This is an optimization exercise on Yosys and OpenROAD, whose aim is small area, a short achievable clock period and few clock cycles per item, not a production implementation.
Only simulation tests tie the RTL to the original design; equivalence was not proved.

### flow/config.mk
export PLATFORM = sky130hd
export DESIGN_NAME = complex_div
export DESIGN_NICKNAME = complex_div
export VERILOG_FILES = /design/flow/design.v
export SDC_FILE = /design/flow/constraint.sdc
export NUM_CORES = 4
export LEC_CHECK = 0
export CAP_MARGIN = 20
export CORE_MARGIN = 2
export CORE_UTILIZATION = 70
export CTS_BUF_LIST = sky130_fd_sc_hd__clkbuf_8
export CTS_CLUSTER_SIZE = 24
export SETUP_SLACK_MARGIN = 3.8
export SLEW_MARGIN = 20
### flow/constraint.sdc
create_clock -name core_clock -period 7.0 [get_ports {clk}]
set_input_delay 1.4000 -clock core_clock [delete_from_list [all_inputs] [get_ports {clk}]]
set_output_delay 1.4000 -clock core_clock [all_outputs]
set_load 0.01 [all_outputs]
### flow/design.v
package sdft_pkg;
  function automatic int prod_w(input int in_w);
    prod_w = 2 * in_w + 1;
  endfunction
  function automatic int iter_n(input int in_w, input int fr_w);
    iter_n = in_w + fr_w;
  endfunction
endpackage
module serial_udiv #(parameter int rem_w = 15, parameter int out_w = 15, parameter int d_w = 16) (
  input  logic [rem_w-1:0] rem, input logic xbit, input logic [d_w-1:0] divisor,
  output logic [out_w-1:0] rem_o, output logic take);
  localparam int sw = (rem_w + 1 > d_w) ? rem_w + 1 : d_w;
  localparam int TOPS = (sw > 16) ? 16 : (sw > 8) ? 8 : (sw > 4) ? 4 : (sw > 2) ? 2 : 1;
  logic [sw-1:0] sh, dv, diff, g, p, gg, pp;
  always_comb begin
    sh = sw'({rem, xbit}); dv = sw'(divisor);
    g = ~sh & dv;
    p = ~(sh ^ dv);
    gg = g; pp = p;
    for (int s = 1; s < sw; s = s * 2)
      for (int i = 2*s-1; i < sw; i += 2*s) begin
        gg[i] = gg[i] | (pp[i] & gg[i-s]);
        pp[i] = pp[i] & pp[i-s];
      end
    for (int s = TOPS; s >= 1; s = s / 2)
      for (int i = 3*s-1; i < sw; i += 2*s) begin
        gg[i] = gg[i] | (pp[i] & gg[i-s]);
        pp[i] = pp[i] & pp[i-s];
      end
    diff[0] = sh[0] ^ dv[0];
    for (int i = 1; i < sw; i++) diff[i] = sh[i] ^ dv[i] ^ gg[i-1];
    take = !gg[sw-1];
    rem_o = take ? diff[out_w-1:0] : sh[out_w-1:0];
  end
endmodule
module cd_front (
  input  logic [7:0]  ar,
  input  logic [7:0]  ai,
  input  logic [7:0]  br,
  input  logic [7:0]  bi,
  input  logic [3:0]  br_one,
  input  logic [3:0]  br_two,
  input  logic [3:0]  br_neg,
  input  logic [3:0]  bi_one,
  input  logic [3:0]  bi_two,
  input  logic [3:0]  bi_neg,
  output logic [16:0] nr_x,
  output logic [16:0] nr_y,
  output logic [16:0] nr_z,
  output logic [16:0] ni_x,
  output logic [16:0] ni_y,
  output logic [16:0] ni_z,
  output logic [15:0] d_x,
  output logic [15:0] d_y,
  output logic [15:0] d_z
);
  wire r1 = (((br_one[0] & ar[0]) | (br_two[0] & 1'b0))) ^ br_neg[0];
  wire r2 = (((br_one[0] & ar[1]) | (br_two[0] & ar[0]))) ^ br_neg[0];
  wire r3 = (((br_one[0] & ar[2]) | (br_two[0] & ar[1]))) ^ br_neg[0];
  wire r4 = (((br_one[0] & ar[3]) | (br_two[0] & ar[2]))) ^ br_neg[0];
  wire r5 = (((br_one[0] & ar[4]) | (br_two[0] & ar[3]))) ^ br_neg[0];
  wire r6 = (((br_one[0] & ar[5]) | (br_two[0] & ar[4]))) ^ br_neg[0];
  wire r7 = (((br_one[0] & ar[6]) | (br_two[0] & ar[5]))) ^ br_neg[0];
  wire r8 = (((br_one[0] & ar[7]) | (br_two[0] & ar[6]))) ^ br_neg[0];
  wire r9 = (((br_one[0] & ar[7]) | (br_two[0] & ar[7]))) ^ br_neg[0];
  wire r10 = (((br_one[0] & ar[7]) | (br_two[0] & ar[7]))) ^ br_neg[0];
  wire nr11 = ~r10;
  wire r12 = (((br_one[1] & ar[0]) | (br_two[1] & 1'b0))) ^ br_neg[1];
  wire r13 = (((br_one[1] & ar[1]) | (br_two[1] & ar[0]))) ^ br_neg[1];
  wire r14 = (((br_one[1] & ar[2]) | (br_two[1] & ar[1]))) ^ br_neg[1];
  wire r15 = (((br_one[1] & ar[3]) | (br_two[1] & ar[2]))) ^ br_neg[1];
  wire r16 = (((br_one[1] & ar[4]) | (br_two[1] & ar[3]))) ^ br_neg[1];
  wire r17 = (((br_one[1] & ar[5]) | (br_two[1] & ar[4]))) ^ br_neg[1];
  wire r18 = (((br_one[1] & ar[6]) | (br_two[1] & ar[5]))) ^ br_neg[1];
  wire r19 = (((br_one[1] & ar[7]) | (br_two[1] & ar[6]))) ^ br_neg[1];
  wire r20 = (((br_one[1] & ar[7]) | (br_two[1] & ar[7]))) ^ br_neg[1];
  wire r21 = (((br_one[1] & ar[7]) | (br_two[1] & ar[7]))) ^ br_neg[1];
  wire nr22 = ~r21;
  wire r23 = (((br_one[2] & ar[0]) | (br_two[2] & 1'b0))) ^ br_neg[2];
  wire r24 = (((br_one[2] & ar[1]) | (br_two[2] & ar[0]))) ^ br_neg[2];
  wire r25 = (((br_one[2] & ar[2]) | (br_two[2] & ar[1]))) ^ br_neg[2];
  wire r26 = (((br_one[2] & ar[3]) | (br_two[2] & ar[2]))) ^ br_neg[2];
  wire r27 = (((br_one[2] & ar[4]) | (br_two[2] & ar[3]))) ^ br_neg[2];
  wire r28 = (((br_one[2] & ar[5]) | (br_two[2] & ar[4]))) ^ br_neg[2];
  wire r29 = (((br_one[2] & ar[6]) | (br_two[2] & ar[5]))) ^ br_neg[2];
  wire r30 = (((br_one[2] & ar[7]) | (br_two[2] & ar[6]))) ^ br_neg[2];
  wire r31 = (((br_one[2] & ar[7]) | (br_two[2] & ar[7]))) ^ br_neg[2];
  wire r32 = (((br_one[2] & ar[7]) | (br_two[2] & ar[7]))) ^ br_neg[2];
  wire nr33 = ~r32;
  wire r34 = (((br_one[3] & ar[0]) | (br_two[3] & 1'b0))) ^ br_neg[3];
  wire r35 = (((br_one[3] & ar[1]) | (br_two[3] & ar[0]))) ^ br_neg[3];
  wire r36 = (((br_one[3] & ar[2]) | (br_two[3] & ar[1]))) ^ br_neg[3];
  wire r37 = (((br_one[3] & ar[3]) | (br_two[3] & ar[2]))) ^ br_neg[3];
  wire r38 = (((br_one[3] & ar[4]) | (br_two[3] & ar[3]))) ^ br_neg[3];
  wire r39 = (((br_one[3] & ar[5]) | (br_two[3] & ar[4]))) ^ br_neg[3];
  wire r40 = (((br_one[3] & ar[6]) | (br_two[3] & ar[5]))) ^ br_neg[3];
  wire r41 = (((br_one[3] & ar[7]) | (br_two[3] & ar[6]))) ^ br_neg[3];
  wire r42 = (((br_one[3] & ar[7]) | (br_two[3] & ar[7]))) ^ br_neg[3];
  wire r43 = (((br_one[3] & ar[7]) | (br_two[3] & ar[7]))) ^ br_neg[3];
  wire nr44 = ~r43;
  wire r45 = (((bi_one[0] & ai[0]) | (bi_two[0] & 1'b0))) ^ bi_neg[0];
  wire r46 = (((bi_one[0] & ai[1]) | (bi_two[0] & ai[0]))) ^ bi_neg[0];
  wire r47 = (((bi_one[0] & ai[2]) | (bi_two[0] & ai[1]))) ^ bi_neg[0];
  wire r48 = (((bi_one[0] & ai[3]) | (bi_two[0] & ai[2]))) ^ bi_neg[0];
  wire r49 = (((bi_one[0] & ai[4]) | (bi_two[0] & ai[3]))) ^ bi_neg[0];
  wire r50 = (((bi_one[0] & ai[5]) | (bi_two[0] & ai[4]))) ^ bi_neg[0];
  wire r51 = (((bi_one[0] & ai[6]) | (bi_two[0] & ai[5]))) ^ bi_neg[0];
  wire r52 = (((bi_one[0] & ai[7]) | (bi_two[0] & ai[6]))) ^ bi_neg[0];
  wire r53 = (((bi_one[0] & ai[7]) | (bi_two[0] & ai[7]))) ^ bi_neg[0];
  wire r54 = (((bi_one[0] & ai[7]) | (bi_two[0] & ai[7]))) ^ bi_neg[0];
  wire nr55 = ~r54;
  wire r56 = (((bi_one[1] & ai[0]) | (bi_two[1] & 1'b0))) ^ bi_neg[1];
  wire r57 = (((bi_one[1] & ai[1]) | (bi_two[1] & ai[0]))) ^ bi_neg[1];
  wire r58 = (((bi_one[1] & ai[2]) | (bi_two[1] & ai[1]))) ^ bi_neg[1];
  wire r59 = (((bi_one[1] & ai[3]) | (bi_two[1] & ai[2]))) ^ bi_neg[1];
  wire r60 = (((bi_one[1] & ai[4]) | (bi_two[1] & ai[3]))) ^ bi_neg[1];
  wire r61 = (((bi_one[1] & ai[5]) | (bi_two[1] & ai[4]))) ^ bi_neg[1];
  wire r62 = (((bi_one[1] & ai[6]) | (bi_two[1] & ai[5]))) ^ bi_neg[1];
  wire r63 = (((bi_one[1] & ai[7]) | (bi_two[1] & ai[6]))) ^ bi_neg[1];
  wire r64 = (((bi_one[1] & ai[7]) | (bi_two[1] & ai[7]))) ^ bi_neg[1];
  wire r65 = (((bi_one[1] & ai[7]) | (bi_two[1] & ai[7]))) ^ bi_neg[1];
  wire nr66 = ~r65;
  wire r67 = (((bi_one[2] & ai[0]) | (bi_two[2] & 1'b0))) ^ bi_neg[2];
  wire r68 = (((bi_one[2] & ai[1]) | (bi_two[2] & ai[0]))) ^ bi_neg[2];
  wire r69 = (((bi_one[2] & ai[2]) | (bi_two[2] & ai[1]))) ^ bi_neg[2];
  wire r70 = (((bi_one[2] & ai[3]) | (bi_two[2] & ai[2]))) ^ bi_neg[2];
  wire r71 = (((bi_one[2] & ai[4]) | (bi_two[2] & ai[3]))) ^ bi_neg[2];
  wire r72 = (((bi_one[2] & ai[5]) | (bi_two[2] & ai[4]))) ^ bi_neg[2];
  wire r73 = (((bi_one[2] & ai[6]) | (bi_two[2] & ai[5]))) ^ bi_neg[2];
  wire r74 = (((bi_one[2] & ai[7]) | (bi_two[2] & ai[6]))) ^ bi_neg[2];
  wire r75 = (((bi_one[2] & ai[7]) | (bi_two[2] & ai[7]))) ^ bi_neg[2];
  wire r76 = (((bi_one[2] & ai[7]) | (bi_two[2] & ai[7]))) ^ bi_neg[2];
  wire nr77 = ~r76;
  wire r78 = (((bi_one[3] & ai[0]) | (bi_two[3] & 1'b0))) ^ bi_neg[3];
  wire r79 = (((bi_one[3] & ai[1]) | (bi_two[3] & ai[0]))) ^ bi_neg[3];
  wire r80 = (((bi_one[3] & ai[2]) | (bi_two[3] & ai[1]))) ^ bi_neg[3];
  wire r81 = (((bi_one[3] & ai[3]) | (bi_two[3] & ai[2]))) ^ bi_neg[3];
  wire r82 = (((bi_one[3] & ai[4]) | (bi_two[3] & ai[3]))) ^ bi_neg[3];
  wire r83 = (((bi_one[3] & ai[5]) | (bi_two[3] & ai[4]))) ^ bi_neg[3];
  wire r84 = (((bi_one[3] & ai[6]) | (bi_two[3] & ai[5]))) ^ bi_neg[3];
  wire r85 = (((bi_one[3] & ai[7]) | (bi_two[3] & ai[6]))) ^ bi_neg[3];
  wire r86 = (((bi_one[3] & ai[7]) | (bi_two[3] & ai[7]))) ^ bi_neg[3];
  wire r87 = (((bi_one[3] & ai[7]) | (bi_two[3] & ai[7]))) ^ bi_neg[3];
  wire nr88 = ~r87;
  wire e89 = br_neg[3] ^ bi_neg[3];
  wire e90 = br_neg[3] & bi_neg[3];
  wire s91 = r5 ^ r14 ^ r23;
  wire c92 = (r5 & r14) | (r5 & r23) | (r14 & r23);
  wire s93 = r6 ^ r15;
  wire c94 = r6 & r15;
  wire s95 = r7 ^ r16 ^ r25;
  wire c96 = (r7 & r16) | (r7 & r25) | (r16 & r25);
  wire s97 = r34 ^ r51 ^ r60;
  wire c98 = (r34 & r51) | (r34 & r60) | (r51 & r60);
  wire s99 = r8 ^ r17 ^ r26;
  wire c100 = (r8 & r17) | (r8 & r26) | (r17 & r26);
  wire s101 = r35 ^ r52 ^ r61;
  wire c102 = (r35 & r52) | (r35 & r61) | (r52 & r61);
  wire s103 = r70 ^ r79;
  wire c104 = r70 & r79;
  wire s105 = r9 ^ r18 ^ r27;
  wire c106 = (r9 & r18) | (r9 & r27) | (r18 & r27);
  wire s107 = r36 ^ r53 ^ r62;
  wire c108 = (r36 & r53) | (r36 & r62) | (r53 & r62);
  wire s109 = r71 ^ r80;
  wire c110 = r71 & r80;
  wire s111 = nr11 ^ r19 ^ r28;
  wire c112 = (nr11 & r19) | (nr11 & r28) | (r19 & r28);
  wire s113 = r37 ^ nr55 ^ r63;
  wire c114 = (r37 & nr55) | (r37 & r63) | (nr55 & r63);
  wire s115 = r72 ^ r81;
  wire c116 = r72 & r81;
  wire s117 = r20 ^ r29 ^ r38;
  wire c118 = (r20 & r29) | (r20 & r38) | (r29 & r38);
  wire s119 = r64 ^ r73 ^ r82;
  wire c120 = (r64 & r73) | (r64 & r82) | (r73 & r82);
  wire s121 = nr22 ^ r30 ^ r39;
  wire c122 = (nr22 & r30) | (nr22 & r39) | (r30 & r39);
  wire s123 = nr66 ^ r74;
  wire c124 = nr66 & r74;
  wire s125 = r3 ^ r12 ^ br_neg[1];
  wire c126 = (r3 & r12) | (r3 & br_neg[1]) | (r12 & br_neg[1]);
  wire s127 = r4 ^ r13;
  wire c128 = r4 & r13;
  wire s129 = s91 ^ br_neg[2] ^ r49;
  wire c130 = (s91 & br_neg[2]) | (s91 & r49) | (br_neg[2] & r49);
  wire s131 = r58 ^ r67;
  wire c132 = r58 & r67;
  wire s133 = c92 ^ s93 ^ r24;
  wire c134 = (c92 & s93) | (c92 & r24) | (s93 & r24);
  wire s135 = r50 ^ r59 ^ r68;
  wire c136 = (r50 & r59) | (r50 & r68) | (r59 & r68);
  wire s137 = c94 ^ s95 ^ s97;
  wire c138 = (c94 & s95) | (c94 & s97) | (s95 & s97);
  wire s139 = r69 ^ r78 ^ e89;
  wire c140 = (r69 & r78) | (r69 & e89) | (r78 & e89);
  wire s141 = c96 ^ c98 ^ s99;
  wire c142 = (c96 & c98) | (c96 & s99) | (c98 & s99);
  wire s143 = s101 ^ s103 ^ e90;
  wire c144 = (s101 & s103) | (s101 & e90) | (s103 & e90);
  wire s145 = c100 ^ c102 ^ c104;
  wire c146 = (c100 & c102) | (c100 & c104) | (c102 & c104);
  wire s147 = s105 ^ s107 ^ s109;
  wire c148 = (s105 & s107) | (s105 & s109) | (s107 & s109);
  wire s149 = c106 ^ c108 ^ c110;
  wire c150 = (c106 & c108) | (c106 & c110) | (c108 & c110);
  wire s151 = s111 ^ s113 ^ s115;
  wire c152 = (s111 & s113) | (s111 & s115) | (s113 & s115);
  wire s153 = c112 ^ c114 ^ c116;
  wire c154 = (c112 & c114) | (c112 & c116) | (c114 & c116);
  wire s155 = s117 ^ s119 ^ 1'b1;
  wire c156 = (s117 & s119) | (s117 & 1'b1) | (s119 & 1'b1);
  wire s157 = c118 ^ c120 ^ s121;
  wire c158 = (c118 & c120) | (c118 & s121) | (c120 & s121);
  wire s159 = s123 ^ r83 ^ 1'b1;
  wire c160 = (s123 & r83) | (s123 & 1'b1) | (r83 & 1'b1);
  wire s161 = c122 ^ c124 ^ r31;
  wire c162 = (c122 & c124) | (c122 & r31) | (c124 & r31);
  wire s163 = r40 ^ r75 ^ r84;
  wire c164 = (r40 & r75) | (r40 & r84) | (r75 & r84);
  wire s165 = nr33 ^ r41 ^ nr77;
  wire c166 = (nr33 & r41) | (nr33 & nr77) | (r41 & nr77);
  wire s167 = r85 ^ 1'b1;
  wire c168 = r85 & 1'b1;
  wire s169 = r1 ^ br_neg[0];
  wire c170 = r1 & br_neg[0];
  wire s171 = s125 ^ r47;
  wire c172 = s125 & r47;
  wire s173 = c126 ^ s127 ^ r48;
  wire c174 = (c126 & s127) | (c126 & r48) | (s127 & r48);
  wire s175 = c128 ^ s129 ^ s131;
  wire c176 = (c128 & s129) | (c128 & s131) | (s129 & s131);
  wire s177 = c130 ^ c132 ^ s133;
  wire c178 = (c130 & c132) | (c130 & s133) | (c132 & s133);
  wire s179 = c134 ^ c136 ^ s137;
  wire c180 = (c134 & c136) | (c134 & s137) | (c136 & s137);
  wire s181 = c138 ^ c140 ^ s141;
  wire c182 = (c138 & c140) | (c138 & s141) | (c140 & s141);
  wire s183 = c142 ^ c144 ^ s145;
  wire c184 = (c142 & c144) | (c142 & s145) | (c144 & s145);
  wire s185 = c146 ^ c148 ^ s149;
  wire c186 = (c146 & c148) | (c146 & s149) | (c148 & s149);
  wire s187 = c150 ^ c152 ^ s153;
  wire c188 = (c150 & c152) | (c150 & s153) | (c152 & s153);
  wire s189 = c154 ^ c156 ^ s157;
  wire c190 = (c154 & c156) | (c154 & s157) | (c156 & s157);
  wire s191 = c158 ^ c160 ^ s161;
  wire c192 = (c158 & c160) | (c158 & s161) | (c160 & s161);
  wire s193 = c162 ^ c164 ^ s165;
  wire c194 = (c162 & c164) | (c162 & s165) | (c164 & s165);
  wire s195 = c166 ^ c168 ^ r42;
  wire c196 = (c166 & c168) | (c166 & r42) | (c168 & r42);
  wire s197 = nr44 ^ nr88;
  wire c198 = nr44 & nr88;
  assign nr_x = {c198, c196, c194, c192, c190, c188, c186, c184, c182, c180, c178, c176, c174, c172, s171, c170, s169};
  assign nr_y = {1'b0, s197, s195, s193, s191, s189, s187, s185, s183, s181, s179, s177, s175, s173, r56, r2, r45};
  assign nr_z = {1'b0, 1'b1, r86, s167, s163, s159, s155, s151, s147, s143, s139, s135, bi_neg[2], r57, bi_neg[1], r46, bi_neg[0]};
  wire r199 = (((br_one[0] & ai[0]) | (br_two[0] & 1'b0))) ^ br_neg[0];
  wire r200 = (((br_one[0] & ai[1]) | (br_two[0] & ai[0]))) ^ br_neg[0];
  wire r201 = (((br_one[0] & ai[2]) | (br_two[0] & ai[1]))) ^ br_neg[0];
  wire r202 = (((br_one[0] & ai[3]) | (br_two[0] & ai[2]))) ^ br_neg[0];
  wire r203 = (((br_one[0] & ai[4]) | (br_two[0] & ai[3]))) ^ br_neg[0];
  wire r204 = (((br_one[0] & ai[5]) | (br_two[0] & ai[4]))) ^ br_neg[0];
  wire r205 = (((br_one[0] & ai[6]) | (br_two[0] & ai[5]))) ^ br_neg[0];
  wire r206 = (((br_one[0] & ai[7]) | (br_two[0] & ai[6]))) ^ br_neg[0];
  wire r207 = (((br_one[0] & ai[7]) | (br_two[0] & ai[7]))) ^ br_neg[0];
  wire r208 = (((br_one[0] & ai[7]) | (br_two[0] & ai[7]))) ^ br_neg[0];
  wire nr209 = ~r208;
  wire r210 = (((br_one[1] & ai[0]) | (br_two[1] & 1'b0))) ^ br_neg[1];
  wire r211 = (((br_one[1] & ai[1]) | (br_two[1] & ai[0]))) ^ br_neg[1];
  wire r212 = (((br_one[1] & ai[2]) | (br_two[1] & ai[1]))) ^ br_neg[1];
  wire r213 = (((br_one[1] & ai[3]) | (br_two[1] & ai[2]))) ^ br_neg[1];
  wire r214 = (((br_one[1] & ai[4]) | (br_two[1] & ai[3]))) ^ br_neg[1];
  wire r215 = (((br_one[1] & ai[5]) | (br_two[1] & ai[4]))) ^ br_neg[1];
  wire r216 = (((br_one[1] & ai[6]) | (br_two[1] & ai[5]))) ^ br_neg[1];
  wire r217 = (((br_one[1] & ai[7]) | (br_two[1] & ai[6]))) ^ br_neg[1];
  wire r218 = (((br_one[1] & ai[7]) | (br_two[1] & ai[7]))) ^ br_neg[1];
  wire r219 = (((br_one[1] & ai[7]) | (br_two[1] & ai[7]))) ^ br_neg[1];
  wire nr220 = ~r219;
  wire r221 = (((br_one[2] & ai[0]) | (br_two[2] & 1'b0))) ^ br_neg[2];
  wire r222 = (((br_one[2] & ai[1]) | (br_two[2] & ai[0]))) ^ br_neg[2];
  wire r223 = (((br_one[2] & ai[2]) | (br_two[2] & ai[1]))) ^ br_neg[2];
  wire r224 = (((br_one[2] & ai[3]) | (br_two[2] & ai[2]))) ^ br_neg[2];
  wire r225 = (((br_one[2] & ai[4]) | (br_two[2] & ai[3]))) ^ br_neg[2];
  wire r226 = (((br_one[2] & ai[5]) | (br_two[2] & ai[4]))) ^ br_neg[2];
  wire r227 = (((br_one[2] & ai[6]) | (br_two[2] & ai[5]))) ^ br_neg[2];
  wire r228 = (((br_one[2] & ai[7]) | (br_two[2] & ai[6]))) ^ br_neg[2];
  wire r229 = (((br_one[2] & ai[7]) | (br_two[2] & ai[7]))) ^ br_neg[2];
  wire r230 = (((br_one[2] & ai[7]) | (br_two[2] & ai[7]))) ^ br_neg[2];
  wire nr231 = ~r230;
  wire r232 = (((br_one[3] & ai[0]) | (br_two[3] & 1'b0))) ^ br_neg[3];
  wire r233 = (((br_one[3] & ai[1]) | (br_two[3] & ai[0]))) ^ br_neg[3];
  wire r234 = (((br_one[3] & ai[2]) | (br_two[3] & ai[1]))) ^ br_neg[3];
  wire r235 = (((br_one[3] & ai[3]) | (br_two[3] & ai[2]))) ^ br_neg[3];
  wire r236 = (((br_one[3] & ai[4]) | (br_two[3] & ai[3]))) ^ br_neg[3];
  wire r237 = (((br_one[3] & ai[5]) | (br_two[3] & ai[4]))) ^ br_neg[3];
  wire r238 = (((br_one[3] & ai[6]) | (br_two[3] & ai[5]))) ^ br_neg[3];
  wire r239 = (((br_one[3] & ai[7]) | (br_two[3] & ai[6]))) ^ br_neg[3];
  wire r240 = (((br_one[3] & ai[7]) | (br_two[3] & ai[7]))) ^ br_neg[3];
  wire r241 = (((br_one[3] & ai[7]) | (br_two[3] & ai[7]))) ^ br_neg[3];
  wire nr242 = ~r241;
  wire ng243 = ~bi_neg[0] & (bi_one[0] | bi_two[0]);
  wire r244 = (((bi_one[0] & ar[0]) | (bi_two[0] & 1'b0))) ^ ng243;
  wire r245 = (((bi_one[0] & ar[1]) | (bi_two[0] & ar[0]))) ^ ng243;
  wire r246 = (((bi_one[0] & ar[2]) | (bi_two[0] & ar[1]))) ^ ng243;
  wire r247 = (((bi_one[0] & ar[3]) | (bi_two[0] & ar[2]))) ^ ng243;
  wire r248 = (((bi_one[0] & ar[4]) | (bi_two[0] & ar[3]))) ^ ng243;
  wire r249 = (((bi_one[0] & ar[5]) | (bi_two[0] & ar[4]))) ^ ng243;
  wire r250 = (((bi_one[0] & ar[6]) | (bi_two[0] & ar[5]))) ^ ng243;
  wire r251 = (((bi_one[0] & ar[7]) | (bi_two[0] & ar[6]))) ^ ng243;
  wire r252 = (((bi_one[0] & ar[7]) | (bi_two[0] & ar[7]))) ^ ng243;
  wire r253 = (((bi_one[0] & ar[7]) | (bi_two[0] & ar[7]))) ^ ng243;
  wire nr254 = ~r253;
  wire ng255 = ~bi_neg[1] & (bi_one[1] | bi_two[1]);
  wire r256 = (((bi_one[1] & ar[0]) | (bi_two[1] & 1'b0))) ^ ng255;
  wire r257 = (((bi_one[1] & ar[1]) | (bi_two[1] & ar[0]))) ^ ng255;
  wire r258 = (((bi_one[1] & ar[2]) | (bi_two[1] & ar[1]))) ^ ng255;
  wire r259 = (((bi_one[1] & ar[3]) | (bi_two[1] & ar[2]))) ^ ng255;
  wire r260 = (((bi_one[1] & ar[4]) | (bi_two[1] & ar[3]))) ^ ng255;
  wire r261 = (((bi_one[1] & ar[5]) | (bi_two[1] & ar[4]))) ^ ng255;
  wire r262 = (((bi_one[1] & ar[6]) | (bi_two[1] & ar[5]))) ^ ng255;
  wire r263 = (((bi_one[1] & ar[7]) | (bi_two[1] & ar[6]))) ^ ng255;
  wire r264 = (((bi_one[1] & ar[7]) | (bi_two[1] & ar[7]))) ^ ng255;
  wire r265 = (((bi_one[1] & ar[7]) | (bi_two[1] & ar[7]))) ^ ng255;
  wire nr266 = ~r265;
  wire ng267 = ~bi_neg[2] & (bi_one[2] | bi_two[2]);
  wire r268 = (((bi_one[2] & ar[0]) | (bi_two[2] & 1'b0))) ^ ng267;
  wire r269 = (((bi_one[2] & ar[1]) | (bi_two[2] & ar[0]))) ^ ng267;
  wire r270 = (((bi_one[2] & ar[2]) | (bi_two[2] & ar[1]))) ^ ng267;
  wire r271 = (((bi_one[2] & ar[3]) | (bi_two[2] & ar[2]))) ^ ng267;
  wire r272 = (((bi_one[2] & ar[4]) | (bi_two[2] & ar[3]))) ^ ng267;
  wire r273 = (((bi_one[2] & ar[5]) | (bi_two[2] & ar[4]))) ^ ng267;
  wire r274 = (((bi_one[2] & ar[6]) | (bi_two[2] & ar[5]))) ^ ng267;
  wire r275 = (((bi_one[2] & ar[7]) | (bi_two[2] & ar[6]))) ^ ng267;
  wire r276 = (((bi_one[2] & ar[7]) | (bi_two[2] & ar[7]))) ^ ng267;
  wire r277 = (((bi_one[2] & ar[7]) | (bi_two[2] & ar[7]))) ^ ng267;
  wire nr278 = ~r277;
  wire ng279 = ~bi_neg[3] & (bi_one[3] | bi_two[3]);
  wire r280 = (((bi_one[3] & ar[0]) | (bi_two[3] & 1'b0))) ^ ng279;
  wire r281 = (((bi_one[3] & ar[1]) | (bi_two[3] & ar[0]))) ^ ng279;
  wire r282 = (((bi_one[3] & ar[2]) | (bi_two[3] & ar[1]))) ^ ng279;
  wire r283 = (((bi_one[3] & ar[3]) | (bi_two[3] & ar[2]))) ^ ng279;
  wire r284 = (((bi_one[3] & ar[4]) | (bi_two[3] & ar[3]))) ^ ng279;
  wire r285 = (((bi_one[3] & ar[5]) | (bi_two[3] & ar[4]))) ^ ng279;
  wire r286 = (((bi_one[3] & ar[6]) | (bi_two[3] & ar[5]))) ^ ng279;
  wire r287 = (((bi_one[3] & ar[7]) | (bi_two[3] & ar[6]))) ^ ng279;
  wire r288 = (((bi_one[3] & ar[7]) | (bi_two[3] & ar[7]))) ^ ng279;
  wire r289 = (((bi_one[3] & ar[7]) | (bi_two[3] & ar[7]))) ^ ng279;
  wire nr290 = ~r289;
  wire e291 = br_neg[3] ^ ng279;
  wire e292 = br_neg[3] & ng279;
  wire s293 = r203 ^ r212 ^ r221;
  wire c294 = (r203 & r212) | (r203 & r221) | (r212 & r221);
  wire s295 = r204 ^ r213;
  wire c296 = r204 & r213;
  wire s297 = r205 ^ r214 ^ r223;
  wire c298 = (r205 & r214) | (r205 & r223) | (r214 & r223);
  wire s299 = r232 ^ r250 ^ r260;
  wire c300 = (r232 & r250) | (r232 & r260) | (r250 & r260);
  wire s301 = r206 ^ r215 ^ r224;
  wire c302 = (r206 & r215) | (r206 & r224) | (r215 & r224);
  wire s303 = r233 ^ r251 ^ r261;
  wire c304 = (r233 & r251) | (r233 & r261) | (r251 & r261);
  wire s305 = r271 ^ r281;
  wire c306 = r271 & r281;
  wire s307 = r207 ^ r216 ^ r225;
  wire c308 = (r207 & r216) | (r207 & r225) | (r216 & r225);
  wire s309 = r234 ^ r252 ^ r262;
  wire c310 = (r234 & r252) | (r234 & r262) | (r252 & r262);
  wire s311 = r272 ^ r282;
  wire c312 = r272 & r282;
  wire s313 = nr209 ^ r217 ^ r226;
  wire c314 = (nr209 & r217) | (nr209 & r226) | (r217 & r226);
  wire s315 = r235 ^ nr254 ^ r263;
  wire c316 = (r235 & nr254) | (r235 & r263) | (nr254 & r263);
  wire s317 = r273 ^ r283;
  wire c318 = r273 & r283;
  wire s319 = r218 ^ r227 ^ r236;
  wire c320 = (r218 & r227) | (r218 & r236) | (r227 & r236);
  wire s321 = r264 ^ r274 ^ r284;
  wire c322 = (r264 & r274) | (r264 & r284) | (r274 & r284);
  wire s323 = nr220 ^ r228 ^ r237;
  wire c324 = (nr220 & r228) | (nr220 & r237) | (r228 & r237);
  wire s325 = nr266 ^ r275;
  wire c326 = nr266 & r275;
  wire s327 = r201 ^ r210 ^ br_neg[1];
  wire c328 = (r201 & r210) | (r201 & br_neg[1]) | (r210 & br_neg[1]);
  wire s329 = r202 ^ r211;
  wire c330 = r202 & r211;
  wire s331 = s293 ^ br_neg[2] ^ r248;
  wire c332 = (s293 & br_neg[2]) | (s293 & r248) | (br_neg[2] & r248);
  wire s333 = r258 ^ r268;
  wire c334 = r258 & r268;
  wire s335 = c294 ^ s295 ^ r222;
  wire c336 = (c294 & s295) | (c294 & r222) | (s295 & r222);
  wire s337 = r249 ^ r259 ^ r269;
  wire c338 = (r249 & r259) | (r249 & r269) | (r259 & r269);
  wire s339 = c296 ^ s297 ^ s299;
  wire c340 = (c296 & s297) | (c296 & s299) | (s297 & s299);
  wire s341 = r270 ^ r280 ^ e291;
  wire c342 = (r270 & r280) | (r270 & e291) | (r280 & e291);
  wire s343 = c298 ^ c300 ^ s301;
  wire c344 = (c298 & c300) | (c298 & s301) | (c300 & s301);
  wire s345 = s303 ^ s305 ^ e292;
  wire c346 = (s303 & s305) | (s303 & e292) | (s305 & e292);
  wire s347 = c302 ^ c304 ^ c306;
  wire c348 = (c302 & c304) | (c302 & c306) | (c304 & c306);
  wire s349 = s307 ^ s309 ^ s311;
  wire c350 = (s307 & s309) | (s307 & s311) | (s309 & s311);
  wire s351 = c308 ^ c310 ^ c312;
  wire c352 = (c308 & c310) | (c308 & c312) | (c310 & c312);
  wire s353 = s313 ^ s315 ^ s317;
  wire c354 = (s313 & s315) | (s313 & s317) | (s315 & s317);
  wire s355 = c314 ^ c316 ^ c318;
  wire c356 = (c314 & c316) | (c314 & c318) | (c316 & c318);
  wire s357 = s319 ^ s321 ^ 1'b1;
  wire c358 = (s319 & s321) | (s319 & 1'b1) | (s321 & 1'b1);
  wire s359 = c320 ^ c322 ^ s323;
  wire c360 = (c320 & c322) | (c320 & s323) | (c322 & s323);
  wire s361 = s325 ^ r285 ^ 1'b1;
  wire c362 = (s325 & r285) | (s325 & 1'b1) | (r285 & 1'b1);
  wire s363 = c324 ^ c326 ^ r229;
  wire c364 = (c324 & c326) | (c324 & r229) | (c326 & r229);
  wire s365 = r238 ^ r276 ^ r286;
  wire c366 = (r238 & r276) | (r238 & r286) | (r276 & r286);
  wire s367 = nr231 ^ r239 ^ nr278;
  wire c368 = (nr231 & r239) | (nr231 & nr278) | (r239 & nr278);
  wire s369 = r287 ^ 1'b1;
  wire c370 = r287 & 1'b1;
  wire s371 = r199 ^ br_neg[0];
  wire c372 = r199 & br_neg[0];
  wire s373 = s327 ^ r246;
  wire c374 = s327 & r246;
  wire s375 = c328 ^ s329 ^ r247;
  wire c376 = (c328 & s329) | (c328 & r247) | (s329 & r247);
  wire s377 = c330 ^ s331 ^ s333;
  wire c378 = (c330 & s331) | (c330 & s333) | (s331 & s333);
  wire s379 = c332 ^ c334 ^ s335;
  wire c380 = (c332 & c334) | (c332 & s335) | (c334 & s335);
  wire s381 = c336 ^ c338 ^ s339;
  wire c382 = (c336 & c338) | (c336 & s339) | (c338 & s339);
  wire s383 = c340 ^ c342 ^ s343;
  wire c384 = (c340 & c342) | (c340 & s343) | (c342 & s343);
  wire s385 = c344 ^ c346 ^ s347;
  wire c386 = (c344 & c346) | (c344 & s347) | (c346 & s347);
  wire s387 = c348 ^ c350 ^ s351;
  wire c388 = (c348 & c350) | (c348 & s351) | (c350 & s351);
  wire s389 = c352 ^ c354 ^ s355;
  wire c390 = (c352 & c354) | (c352 & s355) | (c354 & s355);
  wire s391 = c356 ^ c358 ^ s359;
  wire c392 = (c356 & c358) | (c356 & s359) | (c358 & s359);
  wire s393 = c360 ^ c362 ^ s363;
  wire c394 = (c360 & c362) | (c360 & s363) | (c362 & s363);
  wire s395 = c364 ^ c366 ^ s367;
  wire c396 = (c364 & c366) | (c364 & s367) | (c366 & s367);
  wire s397 = c368 ^ c370 ^ r240;
  wire c398 = (c368 & c370) | (c368 & r240) | (c370 & r240);
  wire s399 = nr242 ^ nr290;
  wire c400 = nr242 & nr290;
  assign ni_x = {c400, c398, c396, c394, c392, c390, c388, c386, c384, c382, c380, c378, c376, c374, s373, c372, s371};
  assign ni_y = {1'b0, s399, s397, s395, s393, s391, s389, s387, s385, s383, s381, s379, s377, s375, r256, r200, r244};
  assign ni_z = {1'b0, 1'b1, r288, s369, s365, s361, s357, s353, s349, s345, s341, s337, ng267, r257, ng255, r245, ng243};
  wire sq401 = br[0] & br[1];
  wire sq402 = br[0] & br[2];
  wire sq403 = br[0] & br[3];
  wire sq404 = br[0] & br[4];
  wire sq405 = br[0] & br[5];
  wire sq406 = br[0] & br[6];
  wire sq407 = br[0] & br[7];
  wire nq408 = ~sq407;
  wire sq409 = br[1] & br[2];
  wire sq410 = br[1] & br[3];
  wire sq411 = br[1] & br[4];
  wire sq412 = br[1] & br[5];
  wire sq413 = br[1] & br[6];
  wire sq414 = br[1] & br[7];
  wire nq415 = ~sq414;
  wire sq416 = br[2] & br[3];
  wire sq417 = br[2] & br[4];
  wire sq418 = br[2] & br[5];
  wire sq419 = br[2] & br[6];
  wire sq420 = br[2] & br[7];
  wire nq421 = ~sq420;
  wire sq422 = br[3] & br[4];
  wire sq423 = br[3] & br[5];
  wire sq424 = br[3] & br[6];
  wire sq425 = br[3] & br[7];
  wire nq426 = ~sq425;
  wire sq427 = br[4] & br[5];
  wire sq428 = br[4] & br[6];
  wire sq429 = br[4] & br[7];
  wire nq430 = ~sq429;
  wire sq431 = br[5] & br[6];
  wire sq432 = br[5] & br[7];
  wire nq433 = ~sq432;
  wire sq434 = br[6] & br[7];
  wire nq435 = ~sq434;
  wire sq436 = bi[0] & bi[1];
  wire sq437 = bi[0] & bi[2];
  wire sq438 = bi[0] & bi[3];
  wire sq439 = bi[0] & bi[4];
  wire sq440 = bi[0] & bi[5];
  wire sq441 = bi[0] & bi[6];
  wire sq442 = bi[0] & bi[7];
  wire nq443 = ~sq442;
  wire sq444 = bi[1] & bi[2];
  wire sq445 = bi[1] & bi[3];
  wire sq446 = bi[1] & bi[4];
  wire sq447 = bi[1] & bi[5];
  wire sq448 = bi[1] & bi[6];
  wire sq449 = bi[1] & bi[7];
  wire nq450 = ~sq449;
  wire sq451 = bi[2] & bi[3];
  wire sq452 = bi[2] & bi[4];
  wire sq453 = bi[2] & bi[5];
  wire sq454 = bi[2] & bi[6];
  wire sq455 = bi[2] & bi[7];
  wire nq456 = ~sq455;
  wire sq457 = bi[3] & bi[4];
  wire sq458 = bi[3] & bi[5];
  wire sq459 = bi[3] & bi[6];
  wire sq460 = bi[3] & bi[7];
  wire nq461 = ~sq460;
  wire sq462 = bi[4] & bi[5];
  wire sq463 = bi[4] & bi[6];
  wire sq464 = bi[4] & bi[7];
  wire nq465 = ~sq464;
  wire sq466 = bi[5] & bi[6];
  wire sq467 = bi[5] & bi[7];
  wire nq468 = ~sq467;
  wire sq469 = bi[6] & bi[7];
  wire nq470 = ~sq469;
  wire e471 = br[4] ^ bi[4];
  wire e472 = br[4] & bi[4];
  wire s473 = sq405 ^ sq411 ^ sq416;
  wire c474 = (sq405 & sq411) | (sq405 & sq416) | (sq411 & sq416);
  wire s475 = sq406 ^ sq412;
  wire c476 = sq406 & sq412;
  wire s477 = nq408 ^ sq413 ^ sq418;
  wire c478 = (nq408 & sq413) | (nq408 & sq418) | (sq413 & sq418);
  wire s479 = sq422 ^ nq443 ^ sq448;
  wire c480 = (sq422 & nq443) | (sq422 & sq448) | (nq443 & sq448);
  wire s481 = nq415 ^ sq419 ^ sq423;
  wire c482 = (nq415 & sq419) | (nq415 & sq423) | (sq419 & sq423);
  wire s483 = nq450 ^ sq454 ^ sq458;
  wire c484 = (nq450 & sq454) | (nq450 & sq458) | (sq454 & sq458);
  wire s485 = nq421 ^ sq424 ^ sq427;
  wire c486 = (nq421 & sq424) | (nq421 & sq427) | (sq424 & sq427);
  wire s487 = br[5] ^ nq456 ^ sq459;
  wire c488 = (br[5] & nq456) | (br[5] & sq459) | (nq456 & sq459);
  wire s489 = sq403 ^ sq409 ^ br[2];
  wire c490 = (sq403 & sq409) | (sq403 & br[2]) | (sq409 & br[2]);
  wire s491 = sq404 ^ sq410;
  wire c492 = sq404 & sq410;
  wire s493 = s473 ^ br[3] ^ sq440;
  wire c494 = (s473 & br[3]) | (s473 & sq440) | (br[3] & sq440);
  wire s495 = sq446 ^ sq451;
  wire c496 = sq446 & sq451;
  wire s497 = c474 ^ s475 ^ sq417;
  wire c498 = (c474 & s475) | (c474 & sq417) | (s475 & sq417);
  wire s499 = sq441 ^ sq447 ^ sq452;
  wire c500 = (sq441 & sq447) | (sq441 & sq452) | (sq447 & sq452);
  wire s501 = c476 ^ s477 ^ s479;
  wire c502 = (c476 & s477) | (c476 & s479) | (s477 & s479);
  wire s503 = sq453 ^ sq457 ^ e471;
  wire c504 = (sq453 & sq457) | (sq453 & e471) | (sq457 & e471);
  wire s505 = c478 ^ c480 ^ s481;
  wire c506 = (c478 & c480) | (c478 & s481) | (c480 & s481);
  wire s507 = s483 ^ 1'b1 ^ e472;
  wire c508 = (s483 & 1'b1) | (s483 & e472) | (1'b1 & e472);
  wire s509 = c482 ^ c484 ^ s485;
  wire c510 = (c482 & c484) | (c482 & s485) | (c484 & s485);
  wire s511 = s487 ^ sq462 ^ bi[5];
  wire c512 = (s487 & sq462) | (s487 & bi[5]) | (sq462 & bi[5]);
  wire s513 = c486 ^ c488 ^ nq426;
  wire c514 = (c486 & c488) | (c486 & nq426) | (c488 & nq426);
  wire s515 = sq428 ^ nq461 ^ sq463;
  wire c516 = (sq428 & nq461) | (sq428 & sq463) | (nq461 & sq463);
  wire s517 = nq430 ^ sq431 ^ br[6];
  wire c518 = (nq430 & sq431) | (nq430 & br[6]) | (sq431 & br[6]);
  wire s519 = nq465 ^ sq466 ^ bi[6];
  wire c520 = (nq465 & sq466) | (nq465 & bi[6]) | (sq466 & bi[6]);
  wire s521 = sq401 ^ br[1];
  wire c522 = sq401 & br[1];
  wire s523 = s489 ^ sq438;
  wire c524 = s489 & sq438;
  wire s525 = c490 ^ s491 ^ sq439;
  wire c526 = (c490 & s491) | (c490 & sq439) | (s491 & sq439);
  wire s527 = c492 ^ s493 ^ s495;
  wire c528 = (c492 & s493) | (c492 & s495) | (s493 & s495);
  wire s529 = c494 ^ c496 ^ s497;
  wire c530 = (c494 & c496) | (c494 & s497) | (c496 & s497);
  wire s531 = c498 ^ c500 ^ s501;
  wire c532 = (c498 & c500) | (c498 & s501) | (c500 & s501);
  wire s533 = c502 ^ c504 ^ s505;
  wire c534 = (c502 & c504) | (c502 & s505) | (c504 & s505);
  wire s535 = c506 ^ c508 ^ s509;
  wire c536 = (c506 & c508) | (c506 & s509) | (c508 & s509);
  wire s537 = c510 ^ c512 ^ s513;
  wire c538 = (c510 & c512) | (c510 & s513) | (c512 & s513);
  wire s539 = c514 ^ c516 ^ s517;
  wire c540 = (c514 & c516) | (c514 & s517) | (c516 & s517);
  wire s541 = c518 ^ c520 ^ nq433;
  wire c542 = (c518 & c520) | (c518 & nq433) | (c520 & nq433);
  wire s543 = nq435 ^ br[7] ^ nq470;
  wire c544 = (nq435 & br[7]) | (nq435 & nq470) | (br[7] & nq470);
  assign d_x = {c544, c542, c540, c538, c536, c534, c532, c530, c528, c526, c524, s523, c522, s521, 1'b0, br[0]};
  assign d_y = {1'b0, s543, s541, s539, s537, s535, s533, s531, s529, s527, s525, sq444, sq402, sq436, 1'b0, bi[0]};
  assign d_z = {1'b0, bi[7], nq468, s519, s515, s511, s507, s503, s499, bi[3], sq445, bi[2], sq437, bi[1], 1'b0, 1'b0};
endmodule
module complex_div #(
  parameter int data_in_w  = 8,
  parameter int data_out_w = 16,
  parameter int frac_w     = 8
) (
  input  logic                         clk,
  input  logic                         reset_n,
  input  logic signed [data_in_w-1:0]  a_real,
  input  logic signed [data_in_w-1:0]  a_imag,
  input  logic signed [data_in_w-1:0]  b_real,
  input  logic signed [data_in_w-1:0]  b_imag,
  input  logic                         in_valid,
  output logic                         in_ready,
  output logic signed [data_out_w-1:0] out_real,
  output logic signed [data_out_w-1:0] out_imag,
  output logic                         out_valid,
  input  logic                         out_ready,
  output logic                         div_zero,
  output logic                         sat
);
  localparam int NS = 16;    
  localparam int DW = 16;    
  localparam int SPS = 1;    
  localparam int NT = NS / SPS;  
  logic          adv;                
  logic [NT+4:0] vld;                
  logic          kv;                 
  logic          push, pop, o_free;
  assign in_ready = adv;
  logic [7:0] ar0, ai0, br0, bi0;
  logic [3:0] br_one, br_two, br_neg, bi_one, bi_two, bi_neg;
  function automatic logic [11:0] booth(input logic [7:0] b);
    logic [3:0] o, t, n;
    logic       b2, b1, b0;
    for (int k = 0; k < 4; k++) begin
      b2   = b[2*k+1];
      b1   = b[2*k];
      b0   = (k == 0) ? 1'b0 : b[2*k-1];
      o[k] = b1 ^ b0;
      t[k] = (b2 & ~b1 & ~b0) | (~b2 & b1 & b0);
      n[k] = b2 & ~(b1 & b0);
    end
    booth = {o, t, n};
  endfunction
  logic [16:0] nr_x, nr_y, nr_z, ni_x, ni_y, ni_z;
  logic [15:0] d_x, d_y, d_z;
  logic [16:0] nr_x1, nr_y1, nr_z1, ni_x1, ni_y1, ni_z1;
  logic [15:0] d_x1, d_y1, d_z1;
  cd_front u_front (
    .ar(ar0), .ai(ai0), .br(br0), .bi(bi0),
    .br_one(br_one), .br_two(br_two), .br_neg(br_neg),
    .bi_one(bi_one), .bi_two(bi_two), .bi_neg(bi_neg),
    .nr_x(nr_x), .nr_y(nr_y), .nr_z(nr_z),
    .ni_x(ni_x), .ni_y(ni_y), .ni_z(ni_z),
    .d_x(d_x), .d_y(d_y), .d_z(d_z)
  );
  always_ff @(posedge clk) begin
    if (adv) begin
      ar0   <= a_real;
      ai0   <= a_imag;
      br0   <= b_real;
      bi0   <= b_imag;
      {br_one, br_two, br_neg} <= booth(b_real);
      {bi_one, bi_two, bi_neg} <= booth(b_imag);
      nr_x1 <= nr_x;
      nr_y1 <= nr_y;
      nr_z1 <= nr_z;
      ni_x1 <= ni_x;
      ni_y1 <= ni_y;
      ni_z1 <= ni_z;
      d_x1  <= d_x;
      d_y1  <= d_y;
      d_z1  <= d_z;
    end
  end
  logic [NS:0][14:0] rem_r, rem_i;    
  logic [NS:0][15:0] dq_r, dq_i;      
  logic [NS:0][15:0] den;
  logic [NS:0]       ng_r, ng_i, dz;   
  logic [16:0] nr2, ni2;
  logic [15:0] d2;
  always_ff @(posedge clk) begin
    if (adv) begin
      nr2 <= nr_x1 + nr_y1 + nr_z1;
      ni2 <= ni_x1 + ni_y1 + ni_z1;
      d2  <= d_x1 + d_y1 + d_z1;
    end
  end
  logic [15:0] nm_r3, nm_i3, d3;
  logic        ng_r3, ng_i3;
  always_ff @(posedge clk) begin
    if (adv) begin
      nm_r3 <= nr2[16] ? 16'(-nr2) : nr2[15:0];
      nm_i3 <= ni2[16] ? 16'(-ni2) : ni2[15:0];
      ng_r3 <= nr2[16];
      ng_i3 <= ni2[16];
      d3    <= d2;
    end
  end
  assign rem_r[0] = 15'(nm_r3[15:8]);
  assign rem_i[0] = 15'(nm_i3[15:8]);
  assign dq_r[0]  = {nm_r3[7:0], 8'b0};
  assign dq_i[0]  = {nm_i3[7:0], 8'b0};
  assign den[0]   = d3;
  assign ng_r[0]  = ng_r3;
  assign ng_i[0]  = ng_i3;
  assign dz[0]    = 1'b0;
  for (genvar j = 1; j <= NS; j++) begin : g_step
    localparam int WI = (8 + j - 1 < 15) ? 8 + j - 1 : 15;    
    localparam int WO = (8 + j < 15) ? 8 + j : 15;            
    localparam int XQ = (j < 8) ? 8 : j;                       
    localparam bit REG = (j % SPS == 0) || (j == NS);
    logic [WO-1:0] nrem_r, nrem_i;
    logic          tk_r, tk_i;
    logic [15:0]   ndq_r, ndq_i;
    serial_udiv #(.rem_w(WI), .out_w(WO), .d_w(DW)) u_r (
      .rem(rem_r[j-1][WI-1:0]), .xbit(dq_r[j-1][15]), .divisor(den[j-1]),
      .rem_o(nrem_r), .take(tk_r));
    serial_udiv #(.rem_w(WI), .out_w(WO), .d_w(DW)) u_i (
      .rem(rem_i[j-1][WI-1:0]), .xbit(dq_i[j-1][15]), .divisor(den[j-1]),
      .rem_o(nrem_i), .take(tk_i));
    assign ndq_r = {dq_r[j-1][14:0], tk_r};
    assign ndq_i = {dq_i[j-1][14:0], tk_i};
    if (REG) begin : g_reg
      logic [XQ-1:0] xq_r, xq_i;
      logic          g_r, g_i;
      always_ff @(posedge clk) begin
        if (adv) begin
          g_r <= ng_r[j-1];
          g_i <= ng_i[j-1];
        end
      end
      if (j < 8) begin : g_x
        always_ff @(posedge clk) begin
          if (adv) begin
            xq_r <= {ndq_r[15:8+j], ndq_r[j-1:0]};
            xq_i <= {ndq_i[15:8+j], ndq_i[j-1:0]};
          end
        end
        assign dq_r[j] = {xq_r[7:j], 8'b0, xq_r[j-1:0]};
        assign dq_i[j] = {xq_i[7:j], 8'b0, xq_i[j-1:0]};
      end else begin : g_q
        always_ff @(posedge clk) begin
          if (adv) begin
            xq_r <= ndq_r[j-1:0];
            xq_i <= ndq_i[j-1:0];
          end
        end
        assign dq_r[j] = 16'(xq_r);
        assign dq_i[j] = 16'(xq_i);
      end
      if (j < NS) begin : g_rem
        logic [WO-1:0] rr, ri;
        logic [15:0]   dd;
        always_ff @(posedge clk) begin
          if (adv) begin
            rr <= nrem_r;
            ri <= nrem_i;
            dd <= den[j-1];
          end
        end
        assign rem_r[j] = 15'(rr);
        assign rem_i[j] = 15'(ri);
        assign den[j]   = dd;
        assign dz[j]    = 1'b0;
      end else begin : g_last
        logic z;
        always_ff @(posedge clk) begin
          if (adv) z <= (den[j-1] == 16'd0);
        end
        assign rem_r[j] = '0;
        assign rem_i[j] = '0;
        assign den[j]   = '0;
        assign dz[j]    = z;
      end
      assign ng_r[j] = g_r;
      assign ng_i[j] = g_i;
    end else begin : g_comb
      assign rem_r[j] = 15'(nrem_r);
      assign rem_i[j] = 15'(nrem_i);
      assign dq_r[j]  = ndq_r;
      assign dq_i[j]  = ndq_i;
      assign den[j]   = den[j-1];
      assign ng_r[j]  = ng_r[j-1];
      assign ng_i[j]  = ng_i[j-1];
      assign dz[j]    = 1'b0;
    end
  end
  function automatic logic [16:0] clamp(input logic neg, input logic zero, input logic [15:0] q);
    logic [15:0] v;
    logic        s;
    if (zero) begin
      v = 16'd0;
      s = 1'b0;
    end else if (q[15]) begin
      v = neg ? 16'h8000 : 16'h7fff;
      s = !neg || (q[14:0] != 15'd0);
    end else begin
      v = neg ? -q : q;
      s = 1'b0;
    end
    clamp = {s, v};
  endfunction
  logic [15:0] res_r, res_i;
  logic        st_r, st_i;
  assign {st_r, res_r} = clamp(ng_r[NS], dz[NS], dq_r[NS]);
  assign {st_i, res_i} = clamp(ng_i[NS], dz[NS], dq_i[NS]);
  logic [15:0] k_real, k_imag;
  logic        k_dz, k_sat;
  assign push   = adv && vld[NT+3];
  assign pop    = out_valid && out_ready;
  assign o_free = !out_valid || out_ready;
  always_ff @(posedge clk) begin
    if (adv) begin
      k_real <= res_r;
      k_imag <= res_i;
      k_dz   <= dz[NS];
      k_sat  <= st_r || st_i;
    end
    if (o_free) begin
      out_real <= kv ? k_real : res_r;
      out_imag <= kv ? k_imag : res_i;
      div_zero <= kv ? k_dz   : dz[NS];
      sat      <= kv ? k_sat  : (st_r || st_i);
    end
  end
  logic kv_n;
  always_comb begin
    if (o_free) kv_n = kv && push;
    else        kv_n = kv || push;
  end
  always_ff @(posedge clk or negedge reset_n) begin
    if (!reset_n) begin
      adv       <= 1'b0;
      vld       <= '0;
      kv        <= 1'b0;
      out_valid <= 1'b0;
    end else begin
      if (adv) vld <= {vld[NT+3:0], in_valid};
      kv        <= kv_n;
      out_valid <= o_free ? (kv || push) : 1'b1;
      adv       <= !kv_n;
    end
  end
endmodule
### flow/run.sh
#!/bin/bash
# synth_recipe.tcl (not shown) runs the flow's synth.tcl, then flattens the netlist and writes it again
# the make line also repeats each setting of config.mk as NAME=value (left out here)
make -C /OpenROAD-flow-scripts/flow DESIGN_CONFIG=/design/flow/config.mk WORK_HOME=/design/flow/orfs CLKGATE_MAP_FILE= SYNTH_SCRIPT=/design/flow/synth_recipe.tcl finish
==> impl_metrics.yaml, run 1 <==
outcome:
  status: "no timing/DRC/antenna violations"
clocking:
  clk_path_buf_depth: 3
  cts_hold_buffers: 0
  numCtsBuffers: 218
  cts_tree: "done"
  clk_pin_slew_ns: 0.06
  root_buffer: "clkbuf_8"
  clkSinkCount: 1389
  h-tree-depth: 4
  clk_latency_ns: 0.90
timing:
  max_slew_margin_pct: 31.5
  hold_viol: 0
  hold_ws_ns: 0.398
  period_needed_ns: 3.17
  fin_crit_sh_pct: 45.2
  drv_slew: 0
  clock_skew_ns: 0.0391
  max_freq_mhz: 316
  grt_setup_unrepaired: "true"
  tightest_slew_ns: 1.03
  setup_violations: 0
  tns_ns: 0
  worst_slack_ns: 3.83
drt:
  wl_per_cell_um: 19.8
  viasPerCell: 5.87
  drt_iter0_drc: 2970
  drc: 0
  dr.pass1.iters: 7
  route.vias.total: 43500
  wl_mm: 147
  ant_nets: 0
worst_setup_path:
  reg2reg_to: "g_step[6].g_reg.g_rem.ri[13]"
  ff2ff_setup_slack_ns: 3.83
  arrival_ns: 3.79
  r2r_start: "g_step[5].g_reg.g_rem.dd[0]"
  crit_slowest_cell: "edfxtp_1"
  crit_start: "g_step[5].g_reg.g_rem.dd[0]"
  path_common_cell: "fa_2"
  cp_slowest_stage_delay_ns: 0.42
  end_kind: "flop"
  cp_cell_sequence: "ha_2 > fa_2 > a211oi_2 > o21a_1 > o31ai_4 > nand3_2 > nand2_2 > fa_2 > nor3b_4 > a32o_2 > o21ai_1 > o311ai_1"
  endpoint: "g_step[6].g_reg.g_rem.ri[13]"
  worstRegToRegCells: 12
  critPathMaxFanout: 3
  required_ns: 7.63
  start_kind: "flop"
  critPathKind: "flop to flop"
synth:
  synth_area_um2: 75400
  synth_edf_count: 1366
  synth_area_leader_cell: "edfxtp_1"
  seq_area_frac_synth_pct: 55.2
  yosysTopAreaCellShare_pct: 54.4
  async_flop_share_pct: 1.66
  ys_top_cells_by_area: "edfxtp_1, fa_1, ha_1"
  ys_types: 81
  ys.flop_type: "edfxtp_1"
  syn_inst: 5549
  synth_commonest_cells: "edfxtp_1, inv_1, ha_1, fa_1, mux2i_1"
  ys_warn_count: 9
  ys_seq_elements: 1389
  yosysMostFrequentCell: "edfxtp_1"
  synthesis.nets: 6423
  syn_area_per_cell_um2: 13.6
floorplan:
  start_util_pct: 70.5
  die_h_um: 332
  ios: 72
  die-area_um2: 110000
  rows: 120
  die_x_um: 332
  core_area_um2: 107000
global_route:
  antenna_found_initial: 2
  grt_pass1_wl_mm: 233
  grt_usage_pct: 26.8
  grt_pass1_vias: 44900
  grt.overflow.total: 0
  grt_max_degree: 173
cells_and_area:
  layout-drive-gt1-share_pct: 10.4
  layout.nets: 6701
  fin_util_pct: 77.6
  syn_to_final_growth_pct: 10.1
worst_hold_path:
  min_path_type: "flop to flop"
run:
  cap_violations: 0
place:
  hpwl_mm: 103
  place.gp.congestion: 0.863
  port_buffers: 71
  pre_cts_ws_ns: 3.11
-- metal layers --
| layer | up-vias | routed length [um] | part of all wire [%] | GRT usage (%) |
|---|---|---|---|---|
| met5 | - | 0 | 0 | 0 |
| met4 | 0 | 7250 | 4.9 | 14.1 |
| met3 | 388 | 5930 | 4.0 | 3.85 |
| met2 | 1066 | 78300 | 53 | 48.4 |
| met1 | 21400 | 55400 | 38 | 30.9 |
| li1 | 20600 | - | - | - |
-- flip-flops by register name (all words and copies together), names as in the netlist, 17 cells and up --
signal and count:
g_step.g_reg.g_rem.ri 204, g_step.g_reg.g_rem.dd 240, ni2 17, g_step.g_reg.xq_r 164, vld 20, nr_x1 17, ni_x1 17, g_step.g_reg.g_rem.rr 204
nr2 17, g_step.g_reg.xq_i 164
-- what timing repair did --
item	4_1_cts	5_1_grt
pin swaps	15	42
cloned	4	1
setup endpoints to repair	640	378
buffers inserted	43	63
resized for setup	77	52
-- layout make-up --
| type | count | area (um^2) |
|---|---|---|
| inverter | 606 | 2280 |
| timing repair buffer | 215 | 2140 |
| multi-input combinational | 3397 | 31100 |
| antenna | 2 | 5.00 |
| sequential | 1389 | 41600 |
| clock buffer | 224 | 3080 |
| tap | 1403 | 1760 |
| clock inverter | 178 | 988 |
| fill | 6532 | 23900 |
-- how the worst min path moves through the flow --
stage	start	end	slack, ns	cells after the start
final	g_step[1].g_reg.xq_r[2]	g_step[2].g_reg.xq_r[3]	0.40	0
after global routing	nm_r3[2]	g_step[1].g_reg.xq_r[3]	0.39	0
after CTS	g_step[1].g_reg.xq_r[2]	g_step[2].g_reg.xq_r[3]	0.40	0
after detailed placement	d2[4]	d3[4]	0.40	0
after global placement	g_step[10].g_reg.xq_i[5]	g_step[11].g_reg.xq_i[6]	0.40	0
after floorplan	d2[0]	d3[0]	0.40	0
-- stage by stage --
step | instances | area (um^2)
2_1_floorplan | 5549 | 75400
3_3_place_gp | 6898 | 77400
3_5_place_dp | 6899 | 77500
4_1_cts | 7348 | 82200
5_1_grt | 7414 | 83000
6_report | 7414 | 83000
-- cell families (layout without fill, tap and decap cells) --
family                   count (synthesis)  count (layout)  synth area share, %
adder cells (fa/ha/maj)                839             839                 17.2
multiplexers                           339             339                 4.59
buffers and inverters                  766            1223                 4.08
AND/OR/NAND/NOR                        916             916                 5.92
AO/OA/AOI/OAI                          946             949                 8.91
XOR/XNOR                               354             354                 4.11
flip-flops                            1389            1389                 55.2
other                                    0               2                    0
-- critical path, delay by kind of cell (launching register included) --
family,cells,cell delay [ns]
AOI/OAI and AO/OA,6,1.14
adders and majority gates,3,1.00
and+or+nand+nor,3,0.34
DFF,1,0.42
-- placed cells by master, fill, tap and decap left out, types with 23 or more instances in the layout --
| cell | synthesis | final |
|---|---|---|
| a211o_1 | 25 | 25 |
| a211oi_1 | 30 | 24 |
| a21o_1 | 162 | 161 |
| a21oi_1 | 157 | 154 |
| a22oi_1 | 103 | 103 |
| and2_1 | 56 | 56 |
| buf_12 | 0 | 23 |
| buf_4 | 5 | 108 |
| clkbuf_8 | 0 | 226 |
| clkdlybuf4s50_1 | 0 | 34 |
| clkinv_1 | 0 | 60 |
| clkinv_2 | 0 | 32 |
| dlygate4sd2_1 | 0 | 35 |
| edfxtp_1 | 1366 | 1366 |
| fa_1 | 331 | 317 |
| ha_1 | 507 | 502 |
| inv_1 | 605 | 665 |
| mux2_2 | 50 | 50 |
| mux2i_1 | 287 | 287 |
| nand2_1 | 253 | 252 |
| nand2b_1 | 67 | 66 |
| nand3_1 | 42 | 41 |
| nand4_1 | 28 | 28 |
| nor2_1 | 253 | 250 |
| nor2b_1 | 56 | 55 |
| nor3_1 | 39 | 37 |
| o211ai_1 | 31 | 31 |
| o21a_1 | 39 | 38 |
| o21ai_0 | 188 | 181 |
| o31ai_1 | 29 | 29 |
| or3_1 | 30 | 30 |
| xnor2_1 | 176 | 176 |
| xor2_1 | 178 | 178 |
Testbench counts, summed over its fixed seeds: cycles 3,376, items 3,200.
==> run 2, diff against run 1 <==
--- a/flow/config.mk
+++ b/flow/config.mk
@@ -8,5 +8,5 @@
 export CAP_MARGIN = 20
 export CORE_MARGIN = 2
-export CORE_UTILIZATION = 70
+export CORE_UTILIZATION = 60
 export CTS_BUF_LIST = sky130_fd_sc_hd__clkbuf_8
 export CTS_CLUSTER_SIZE = 24
==> impl_metrics.yaml, run 2 <==
outcome:
  status: "no timing/DRC/antenna violations"
timing:
  max_freq_mhz: 322
  grt_setup_unrepaired: "true"
  drv_slew: 0
  worst_slack_ns: 3.89
  tns_ns: 0
  fin_crit_sh_pct: 44.4
  setup_violations: 0
  max_slew_margin_pct: 26.4
  hold_viol: 0
  clock_skew_ns: 0.0256
  period_needed_ns: 3.11
  tightest_slew_ns: 1.10
place:
  hpwl_mm: 105
  dpl.cell_count: 7145
  pre_cts_ws_ns: 3.45
  place.gp.congestion: 0.836
  port_buffers: 71
synth:
  ys_seq_elements: 1389
  yosysTopAreaCellShare_pct: 54.4
  synthesis.nets: 6423
  seq_area_frac_synth_pct: 55.2
  syn_inst: 5549
  ys_warn_count: 9
  synth_commonest_cells: "edfxtp_1, inv_1, ha_1, fa_1, mux2i_1"
  synth_area_leader_cell: "edfxtp_1"
  ys.flop_type: "edfxtp_1"
  yosysMostFrequentCell: "edfxtp_1"
  syn_area_per_cell_um2: 13.6
  async_flop_share_pct: 1.66
  synth_area_um2: 75400
  ys_top_cells_by_area: "edfxtp_1, fa_1, ha_1"
  ys_types: 81
  synth_edf_count: 1366
worst_setup_path:
  r2r_start: "g_step[3].g_reg.xq_r[7]"
  worstRegToRegCells: 14
  critPathMaxFanout: 2
  critPathKind: "flop to flop"
  crit_start: "g_step[3].g_reg.xq_r[7]"
  required_ns: 7.65
  reg2reg_to: "g_step[4].g_reg.g_rem.rr[11]"
  arrival_ns: 3.75
  end_kind: "flop"
  ff2ff_setup_slack_ns: 3.89
  start_kind: "flop"
drt:
  m1WireLength_mm: 58.0
  viasPerCell: 5.57
  wl_per_cell_um: 19.2
  dr.pass1.iters: 6
  route.vias.total: 42700
  wl_met3_mm: 5.36
  drc: 0
  wl_mm: 148
  highest-signal-layer: "met4"
  wl_met2_mm: 77.6
  drt_iter0_drc: 2580
  ant_nets: 0
global_route:
  antenna_found_initial: 1
  grt_pass1_vias: 43600
  grt_pass1_wl_mm: 233
  grt.overflow.total: 0
  grt_max_degree: 181
  grt_usage_pct: 23.3
clocking:
  clk_latency_ns: 0.93
  clkSinkCount: 1389
  h-tree-depth: 4
  numCtsBuffers: 225
  root_buffer: "clkbuf_8"
  clk_path_buf_depth: 3
  cts_hold_buffers: 0
  clk_pin_slew_ns: 0.06
  cts_tree: "done"
floorplan:
  die-area_um2: 128000
  rows: 130
  die_x_um: 358
  ios: 72
  start_util_pct: 60.3
  core_area_um2: 125000
  die_h_um: 358
cells_and_area:
  largest-register: "g_step.g_reg.g_rem.dd"
  layout.cells.non_filler: 7672
  syn_to_final_growth_pct: 10.9
  final_cell_mix: "edfxtp_1, inv_1, ha_1"
  largest_reg_flops: 240
  final_common_cell: "edfxtp_1"
  layout-drive-gt1-share_pct: 10.8
  reg_top3: "g_step.g_reg.g_rem.dd (240), g_step.g_reg.g_rem.ri (204), g_step.g_reg.g_rem.rr (204)"
  num-fill-cells: 9212
  layout.nets: 6711
worst_hold_path:
  holdPathStages: 0
  hold_end: "g_step[13].g_reg.xq_r[3]"
  hold_path.startpoint: "g_step[12].g_reg.xq_r[2]"
  min_path_type: "flop to flop"
run:
  cap_violations: 0
## run 2: metrics by stage
| step | cell area [um^2] | hold slack [ns] | utilization [%] |
|---|---|---|---|
| floorplan | 75400 | 0.400 | - |
| global placement | 77700 | 0.401 | 62.1 |
| detailed placement | 77700 | 0.405 | 62.2 |
| CTS | 82700 | 0.407 | 66.1 |
| global route | 83600 | 0.398 | 66.8 |
| finish | 83600 | 0.413 | 66.8 |
## run 2: metal layers
metal	vias to the layer above	track usage (%)
met1	20900	27.3
met2	823	42.3
li1	20700	-
met5	-	0
met3	347	3.61
met4	0	10.5
## run 2: area by class of cell
cell class	instances	area, um^2	share of cell area [%]
diodes	1	2.50	0.00299
clock buffers	233	3210	3.84
clock inverters	178	1290	1.54
inverters	606	2280	2.73
multi-input cells	3397	31100	37.2
flip-flops and latches	1389	41600	49.8
well taps	1650	2060	2.47
repair buffers	218	2030	2.43
## run 2: cells by family (layout without fill, tap and decap cells)
logic type / Yosys count / in the layout / share of synthesized area (%)
flops: 1389 / 1389 / 55.2
compound gates: 946 / 949 / 8.91
simple gates: 916 / 916 / 5.92
fa+ha+maj: 839 / 839 / 17.2
buf+inv: 766 / 1235 / 4.08
xor+xnor: 354 / 354 / 4.11
mux: 339 / 339 / 4.59
other cells: 0 / 1 / 0
## run 2: worst max-delay path, cell delays in order, from the launching register on
cell and delay [ns]:
edfxtp_1 0.38, inv_1 0.07, ha_2 0.19, fa_2 0.36, a21o_1 0.17, a21o_1 0.17, a21o_1 0.18, a31o_4 0.26
a21o_1 0.21, nand3_1 0.08, nand2_1 0.07, fa_1 0.38, xnor2_1 0.13, nand2_1 0.06, o21ai_0 0.10
## run 2: repair_timing
action,in CTS,in global routing
endpoints found under the setup margin,238,188
gates cloned,2,1
setup buffers,27,85
gates resized for setup,76,49
pin swaps,14,41
## run 2: worst max-delay path by stage
stage                                    to  slack [ns]  cells past startpoint
2_1_floorplan                      in_ready       -3.35                      0
3_3_place_gp   g_step[8].g_reg.g_rem.ri[12]        3.46                      9
3_5_place_dp   g_step[8].g_reg.g_rem.ri[12]        3.45                      9
4_1_cts                            in_ready        3.64                      1
5_1_grt        g_step[6].g_reg.g_rem.rr[11]        3.76                     12
6_report       g_step[4].g_reg.g_rem.rr[11]        3.89                     14

## re-timing with driven ports
Ports are ideal in the flow. The routed layouts listed here were re-timed in OpenROAD.
Step 1 assumes that a clkbuf_16 drives the clock port and a buf_2 every other input.
Step 2 adds t to the input delays and takes it off the output delays; t is the mean of the earliest and latest rising clock arrival at the registers after step 1. Input paths then give back, and output paths get back, about the clock's delay inside the block.
a / b / c = no drivers / after step 1 / after step 2; a / b = the first two.
run | t (ns) | slack for setup (ns) | hold slack, ns | worst slew at a driven data input, ns
run 1 | 0.952 | 3.835 / 3.793 / 3.835 | 0.398 / 0.398 / 0.398 | 0.05
run 2 | 0.990 | 3.895 / 3.862 / 3.744 | 0.413 / 0.390 / 0.413 | 0.05
After both steps every run listed still meets setup and hold. The setup slack of run 2, which loses most, moves by -0.033 ns with the drivers and by -0.151 ns with both steps.
